This design comes from an exercise in tuning for small area and few clock cycles per item on the open sky130 flow, not from production work. Power and IR drop assume default switching activity.

Setup of run 1:
==> flow/design.v <==
`timescale 1ns / 1ps
package stkrm_pkg;
    localparam int unsigned DEPTH_DEFAULT = 32;
    localparam int unsigned VALUE_W       = 8;
    localparam int unsigned COUNT_W       = 6;
    localparam int unsigned S_TDATA_W     = 16;
    localparam int unsigned M_TDATA_W     = 24;
    typedef enum logic [1:0] {
        CMD_PUSH   = 2'd0,
        CMD_POP    = 2'd1,
        CMD_PEEK   = 2'd2,
        CMD_REMOVE = 2'd3
    } cmd_t;
    typedef enum logic [1:0] {
        ST_OK    = 2'd0,
        ST_FULL  = 2'd1,
        ST_EMPTY = 2'd2
    } status_t;
    typedef struct packed {
        logic push;
        logic pop;
        logic remove;
    } cell_ctrl_t;
endpackage
`timescale 1ns / 1ps
module stkrm_cell (
    input  logic                              aclk,
    input  logic                              hold,       
    input  logic                              from_up,    
    input  logic                              from_dn,    
    input  logic [stkrm_pkg::VALUE_W-1:0]     above_s,    
    input  logic [stkrm_pkg::VALUE_W-1:0]     below_s,    
    output logic [stkrm_pkg::VALUE_W-1:0]     data_s
);
    for (genvar b = 0; b < stkrm_pkg::VALUE_W; b++) begin : g_bit
        stkrm_bit u_bit (
            .aclk    (aclk),
            .hold    (hold),
            .from_up (from_up),
            .from_dn (from_dn),
            .above_s (above_s[b]),
            .below_s (below_s[b]),
            .data_s  (data_s[b])
        );
    end
endmodule
module stkrm_bit (
    input  logic aclk,
    input  logic hold,
    input  logic from_up,
    input  logic from_dn,
    input  logic above_s,
    input  logic below_s,
    output logic data_s
);
    logic data_reg;
    assign data_s = data_reg;
    always_ff @(posedge aclk) begin
        data_reg <= ~((hold & data_reg) | (from_up & above_s) | (from_dn & below_s));
    end
endmodule
module stkrm_eq8 (
    input  logic [7:0] a,
    input  logic [7:0] b,
    output logic       lo_n,
    output logic       hi_n
);
    logic [7:0] x;
    for (genvar k = 0; k < 8; k++) begin : g_x
        stkrm_xnor2 u_x (.a(a[k]), .b(b[k]), .y(x[k]));
    end
    stkrm_nand4 u_lo (.a(x[0]), .b(x[1]), .c(x[2]), .d(x[3]), .y(lo_n));
    stkrm_nand4 u_hi (.a(x[4]), .b(x[5]), .c(x[6]), .d(x[7]), .y(hi_n));
endmodule
module stkrm_xnor2 (input logic a, input logic b, output logic y);
    assign y = ~(a ^ b);
endmodule
module stkrm_inv (input logic a, output logic y);
    assign y = ~a;
endmodule
module stkrm_nand2 (input logic a, input logic b, output logic y);
    assign y = ~(a & b);
endmodule
module stkrm_nand3 (input logic a, input logic b, input logic c, output logic y);
    assign y = ~(a & b & c);
endmodule
module stkrm_nand4 (input logic a, input logic b, input logic c, input logic d, output logic y);
    assign y = ~(a & b & c & d);
endmodule
module stkrm_nor2 (input logic a, input logic b, output logic y);
    assign y = ~(a | b);
endmodule
module stkrm_nor3 (input logic a, input logic b, input logic c, output logic y);
    assign y = ~(a | b | c);
endmodule
module stkrm_nor4 (input logic a, input logic b, input logic c, input logic d, output logic y);
    assign y = ~(a | b | c | d);
endmodule
module stkrm_and2 (input logic a, input logic b, output logic y);
    assign y = a & b;
endmodule
module stkrm_and3 (input logic a, input logic b, input logic c, output logic y);
    assign y = a & b & c;
endmodule
module stkrm_and4 (input logic a, input logic b, input logic c, input logic d, output logic y);
    assign y = a & b & c & d;
endmodule
`timescale 1ns / 1ps
module stack_with_remove_by_value_unit #(
    parameter int unsigned DEPTH = stkrm_pkg::DEPTH_DEFAULT
) (
    input  logic                              aclk,
    input  logic                              aresetn,
    input  logic                              s_tvalid,
    output logic                              s_tready,
    input  logic [stkrm_pkg::S_TDATA_W-1:0]   s_tdata,
    output logic                              m_tvalid,
    input  logic                              m_tready,
    output logic [stkrm_pkg::M_TDATA_W-1:0]   m_tdata
);
    localparam int unsigned FILL_W = $clog2(DEPTH + 1);
    localparam int unsigned VW     = stkrm_pkg::VALUE_W;
    localparam int unsigned CW     = stkrm_pkg::COUNT_W;
    localparam int unsigned NG     = DEPTH / 4;         
    logic [1:0]             cmd;
    logic [VW-1:0]          value;
    logic [VW-1:0]          value_s;       
    logic                   accept;
    logic                   empty;
    logic                   full;
    logic                   any_hit;       
    logic                   is_push;
    logic                   is_pop;
    logic                   is_peek;
    logic                   is_remove;
    logic                   shift_dn;      
    logic                   shift_up;      
    logic                   shift_up_n;
    logic                   rm_go;         
    logic                   phase;
    logic [VW-1:0]          cell_s   [DEPTH];
    logic                   lo_n     [DEPTH];    
    logic                   hi_n     [DEPTH];    
    logic                   look_n   [DEPTH];    
    logic                   hit      [DEPTH];    
    logic                   grp_n    [DEPTH];    
    logic                   dn       [DEPTH];    
    logic                   hold     [DEPTH];    
    logic                   tot_n    [NG];       
    logic                   pre_a_n  [NG+1];     
    logic                   pre_b_n  [NG+1];     
    logic                   occ      [DEPTH];    
    logic [FILL_W-1:0]      fill_reg;
    logic [FILL_W-1:0]      fill_next;
    logic                   out_valid_reg;
    logic [VW-1:0]          out_data_reg;
    logic [1:0]             out_status_reg;
    logic                   out_removed_reg;
    logic [FILL_W+CW-1:0]   count_wide;
    assign cmd       = s_tdata[1:0];
    assign value     = s_tdata[VW+1:2];
    assign value_s   = value ^ {VW{phase}};
    assign accept    = s_tvalid && s_tready;
    assign empty     = (fill_reg == '0);
    assign full      = (fill_reg == FILL_W'(DEPTH));
    assign is_push   = (cmd == stkrm_pkg::CMD_PUSH);
    assign is_pop    = (cmd == stkrm_pkg::CMD_POP);
    assign is_peek   = (cmd == stkrm_pkg::CMD_PEEK);
    assign is_remove = (cmd == stkrm_pkg::CMD_REMOVE);
    assign s_tready = !out_valid_reg || m_tready;
    assign shift_dn   = accept && is_push && !full;
    assign shift_up   = accept && is_pop;         
    assign shift_up_n = !shift_up;
    assign rm_go      = accept && is_remove;
    for (genvar i = 0; i < DEPTH; i++) begin : g_cell
        logic [VW-1:0] above_s;
        logic [VW-1:0] below_s;
        if (i == 0) begin : g_top
            assign above_s = value_s;
        end else begin : g_mid
            assign above_s = cell_s[i-1];
        end
        if (i == DEPTH - 1) begin : g_bottom
            assign below_s = cell_s[i];           
        end else begin : g_inner
            assign below_s = cell_s[i+1];
        end
        assign occ[i] = (fill_reg > FILL_W'(i));
        stkrm_eq8   u_eq   (.a(cell_s[i]), .b(value_s), .lo_n(lo_n[i]), .hi_n(hi_n[i]));
        stkrm_nand2 u_look (.a(occ[i]), .b(rm_go), .y(look_n[i]));
        stkrm_nor3  u_hit  (.a(lo_n[i]), .b(hi_n[i]), .c(look_n[i]), .y(hit[i]));
        stkrm_cell u_cell (
            .aclk    (aclk),
            .hold    (hold[i]),
            .from_up (shift_dn),
            .from_dn (dn[i]),
            .above_s (above_s),
            .below_s (below_s),
            .data_s  (cell_s[i])
        );
    end
    for (genvar j = 0; j < NG; j++) begin : g_grp
        stkrm_inv  u_p0 (.a(hit[4*j]), .y(grp_n[4*j]));
        stkrm_nor2 u_p1 (.a(hit[4*j]), .b(hit[4*j+1]), .y(grp_n[4*j+1]));
        stkrm_nor3 u_p2 (.a(hit[4*j]), .b(hit[4*j+1]), .c(hit[4*j+2]), .y(grp_n[4*j+2]));
        stkrm_nor4 u_p3 (.a(hit[4*j]), .b(hit[4*j+1]), .c(hit[4*j+2]), .d(hit[4*j+3]),
                         .y(grp_n[4*j+3]));
        assign tot_n[j] = grp_n[4*j+3];
    end
    assign pre_a_n[0] = 1'b1;
    assign pre_a_n[1] = tot_n[0];
    for (genvar j = 0; j <= 4; j++) begin : g_pb_lo
        assign pre_b_n[j] = 1'b1;
    end
    stkrm_and2 u_a2 (.a(tot_n[0]), .b(tot_n[1]), .y(pre_a_n[2]));
    stkrm_and3 u_a3 (.a(tot_n[0]), .b(tot_n[1]), .c(tot_n[2]), .y(pre_a_n[3]));
    for (genvar j = 4; j <= NG; j++) begin : g_pa_hi
        stkrm_and4 u_a4 (.a(tot_n[0]), .b(tot_n[1]), .c(tot_n[2]), .d(tot_n[3]),
                         .y(pre_a_n[j]));
    end
    assign pre_b_n[5] = tot_n[4];
    stkrm_and2 u_b6 (.a(tot_n[4]), .b(tot_n[5]), .y(pre_b_n[6]));
    stkrm_and3 u_b7 (.a(tot_n[4]), .b(tot_n[5]), .c(tot_n[6]), .y(pre_b_n[7]));
    stkrm_and4 u_b8 (.a(tot_n[4]), .b(tot_n[5]), .c(tot_n[6]), .d(tot_n[7]), .y(pre_b_n[8]));
    stkrm_nand2 u_any (.a(pre_a_n[NG]), .b(pre_b_n[NG]), .y(any_hit));
    for (genvar i = 0; i < DEPTH; i++) begin : g_sel
        localparam int J = i / 4;
        if (J == 0) begin : g_j0
            stkrm_nand2 u_dn (.a(grp_n[i]), .b(shift_up_n), .y(dn[i]));
        end else if (J <= 4) begin : g_jlo
            stkrm_nand3 u_dn (.a(grp_n[i]), .b(pre_a_n[J]), .c(shift_up_n), .y(dn[i]));
        end else begin : g_jhi
            stkrm_nand4 u_dn (.a(grp_n[i]), .b(pre_a_n[J]), .c(pre_b_n[J]), .d(shift_up_n),
                              .y(dn[i]));
        end
        stkrm_nor2 u_hold (.a(dn[i]), .b(shift_dn), .y(hold[i]));
    end
    always_comb begin
        fill_next = fill_reg;
        if (shift_dn)                                fill_next = fill_reg + 1'b1;
        else if ((shift_up && !empty) || any_hit)    fill_next = fill_reg - 1'b1;
    end
    always_ff @(posedge aclk) begin
        if (!aresetn) begin
            phase         <= 1'b0;
            fill_reg      <= '0;
            out_valid_reg <= 1'b0;
        end else begin
            phase    <= !phase;
            fill_reg <= fill_next;
            if (accept) begin
                out_valid_reg <= 1'b1;
            end else if (m_tready) begin
                out_valid_reg <= 1'b0;
            end
        end
    end
    always_ff @(posedge aclk) begin
        if (accept) begin
            out_data_reg    <= ((is_pop || is_peek) && !empty) ? (cell_s[0] ^ {VW{phase}}) : '0;
            out_status_reg  <= (is_push && full)                ? stkrm_pkg::ST_FULL  :
                               ((is_pop || is_peek) && empty)   ? stkrm_pkg::ST_EMPTY :
                                                                  stkrm_pkg::ST_OK;
            out_removed_reg <= any_hit;
        end
    end
    assign count_wide = {{CW{1'b0}}, fill_reg};
    assign m_tvalid = out_valid_reg;
    assign m_tdata  = {{(stkrm_pkg::M_TDATA_W - VW - 2 - 1 - CW){1'b0}},
                       count_wide[CW-1:0], out_removed_reg, out_status_reg,
                       out_data_reg};
endmodule
clock: 3.2 ns
lec_check: 0
cap_margin: 5
core_margin: 2
core_utilization: 50
cts_cluster_diameter: 100
cts_cluster_size: 24
gpl_timing_driven: 0
slew_margin: 5
synth_hierarchical: 1
synth_minimum_keep_size: 0
standard.sh (not shown) runs the stock make flow with config.mk's settings and CLKGATE_MAP_FILE= SYNTH_SCRIPT=/design/flow/synth_recipe.tcl, a recipe that flattens the netlist after the stock synthesis.
==> flow/flow/run.sh <==
#!/bin/bash
# Own flow: the standard layout (standard.sh, unchanged synthesis and
# steps), except that the port buffers are plain buf_2 cells instead of the
# delay buffers buffer_ports picks by default. Every port still gets a buffer.
set -euo pipefail
export BUFFER_PORTS_ARGS="-buffer_cell sky130_fd_sc_hd__buf_2"
bash standard.sh finish > standard_flow.log 2>&1
What run 2 does differently from run 1 at the input level:
--- a/flow/design.v
+++ b/flow/design.v
@@ -105,6 +105,16 @@
 module stkrm_and4 (input logic a, input logic b, input logic c, input logic d, output logic y);
     assign y = a & b & c & d;
 endmodule
+module stkrm_phase (
+    input  logic aclk,
+    input  logic aresetn,
+    output logic phase
+);
+    always_ff @(posedge aclk) begin
+        if (!aresetn) phase <= 1'b0;
+        else          phase <= !phase;
+    end
+endmodule
 `timescale 1ns / 1ps
 module stack_with_remove_by_value_unit #(
     parameter int unsigned DEPTH = stkrm_pkg::DEPTH_DEFAULT
@@ -138,6 +148,7 @@
     logic                   shift_up_n;
     logic                   rm_go;         
     logic                   phase;
+    logic [VW-1:0]          key_phase;     
     logic [VW-1:0]          cell_s   [DEPTH];
     logic                   lo_n     [DEPTH];    
     logic                   hi_n     [DEPTH];    
@@ -159,7 +170,7 @@
     logic [FILL_W+CW-1:0]   count_wide;
     assign cmd       = s_tdata[1:0];
     assign value     = s_tdata[VW+1:2];
-    assign value_s   = value ^ {VW{phase}};
+    assign value_s   = value ^ key_phase;
     assign accept    = s_tvalid && s_tready;
     assign empty     = (fill_reg == '0);
     assign full      = (fill_reg == FILL_W'(DEPTH));
@@ -172,6 +183,9 @@
     assign shift_up   = accept && is_pop;         
     assign shift_up_n = !shift_up;
     assign rm_go      = accept && is_remove;
+    for (genvar b = 0; b < VW; b++) begin : g_kph
+        stkrm_phase u_ph (.aclk(aclk), .aresetn(aresetn), .phase(key_phase[b]));
+    end
     for (genvar i = 0; i < DEPTH; i++) begin : g_cell
         logic [VW-1:0] above_s;
         logic [VW-1:0] below_s;
[summary]
- Routed wire in run 2 totals less than in run 1.
- Taking run 1 as the reference point, the sequential-to-total area share from yosys stat of run 2 rises by 0.33 points.
- Global placer's final weighted congestion went up by a few percent going from run 1 to run 2.
- Looking at the reports, run 2 completed the entire flow and the layout it produced met the timing, design-rule and antenna checks.
- In the metrics for run 2 and run 1, the one carrying the lower non-clock buffer contribution to total cell area is run 2.
- From run 1 to run 2 the numbers moved as follows: number of distinct library cells after synthesis climbed 1, flip-flop and latch count went up 8, synthesis-to-layout area growth has decreased, design area lower, number of gates resized after cts went down by about 65%.
- Going from run 1 to run 2, the highest net fanout along the worst path was found to have gone up by 7.
- Re count of clock-buffer cells in the layout: run 2 is 1 up on run 1.
- Sort run 2 and run 1 by critical path depth asc -> top: run 2
- Sort run 2 and run 1 by power, ascending, and run 2 comes first.
Function was not checked in any run of this note: the RTL went through the layout flow alone.

static timing again, ports no longer ideal:
How much do the figures lean on ideal ports? The routed layouts below were timed once more, with nothing changed but the port constraints. Step 1 assumes that a clkbuf_16 drives the clock port and a buf_2 every other input. Step 2 moves the port delays by t, midway between the first and last clock arrival at a register: inputs arrive t later, outputs are due t later. That takes back most of the time a late clock gives input paths. Three values: ideal ports, drivers, drivers and shift; two values: the first two.
run | shift t [ns] | setup WS [ns] | worst setup path at the end | latest minus earliest clock arrival (ns) | cell pins on the clock port's net
run 1 | 0.548 | 0.043 / 0.043 / -0.268 | input to register | 0.019 / 0.019 | 1
run 2 | 0.542 | 0.107 / 0.107 / -0.219 | input to register | 0.014 / 0.014 | 1
With both steps, setup timing fails in run 1 and run 2, where it was met with ideal ports. For run 2, which loses most, drivers alone change the setup slack by 0.000 ns; drivers and shift together by -0.326 ns.
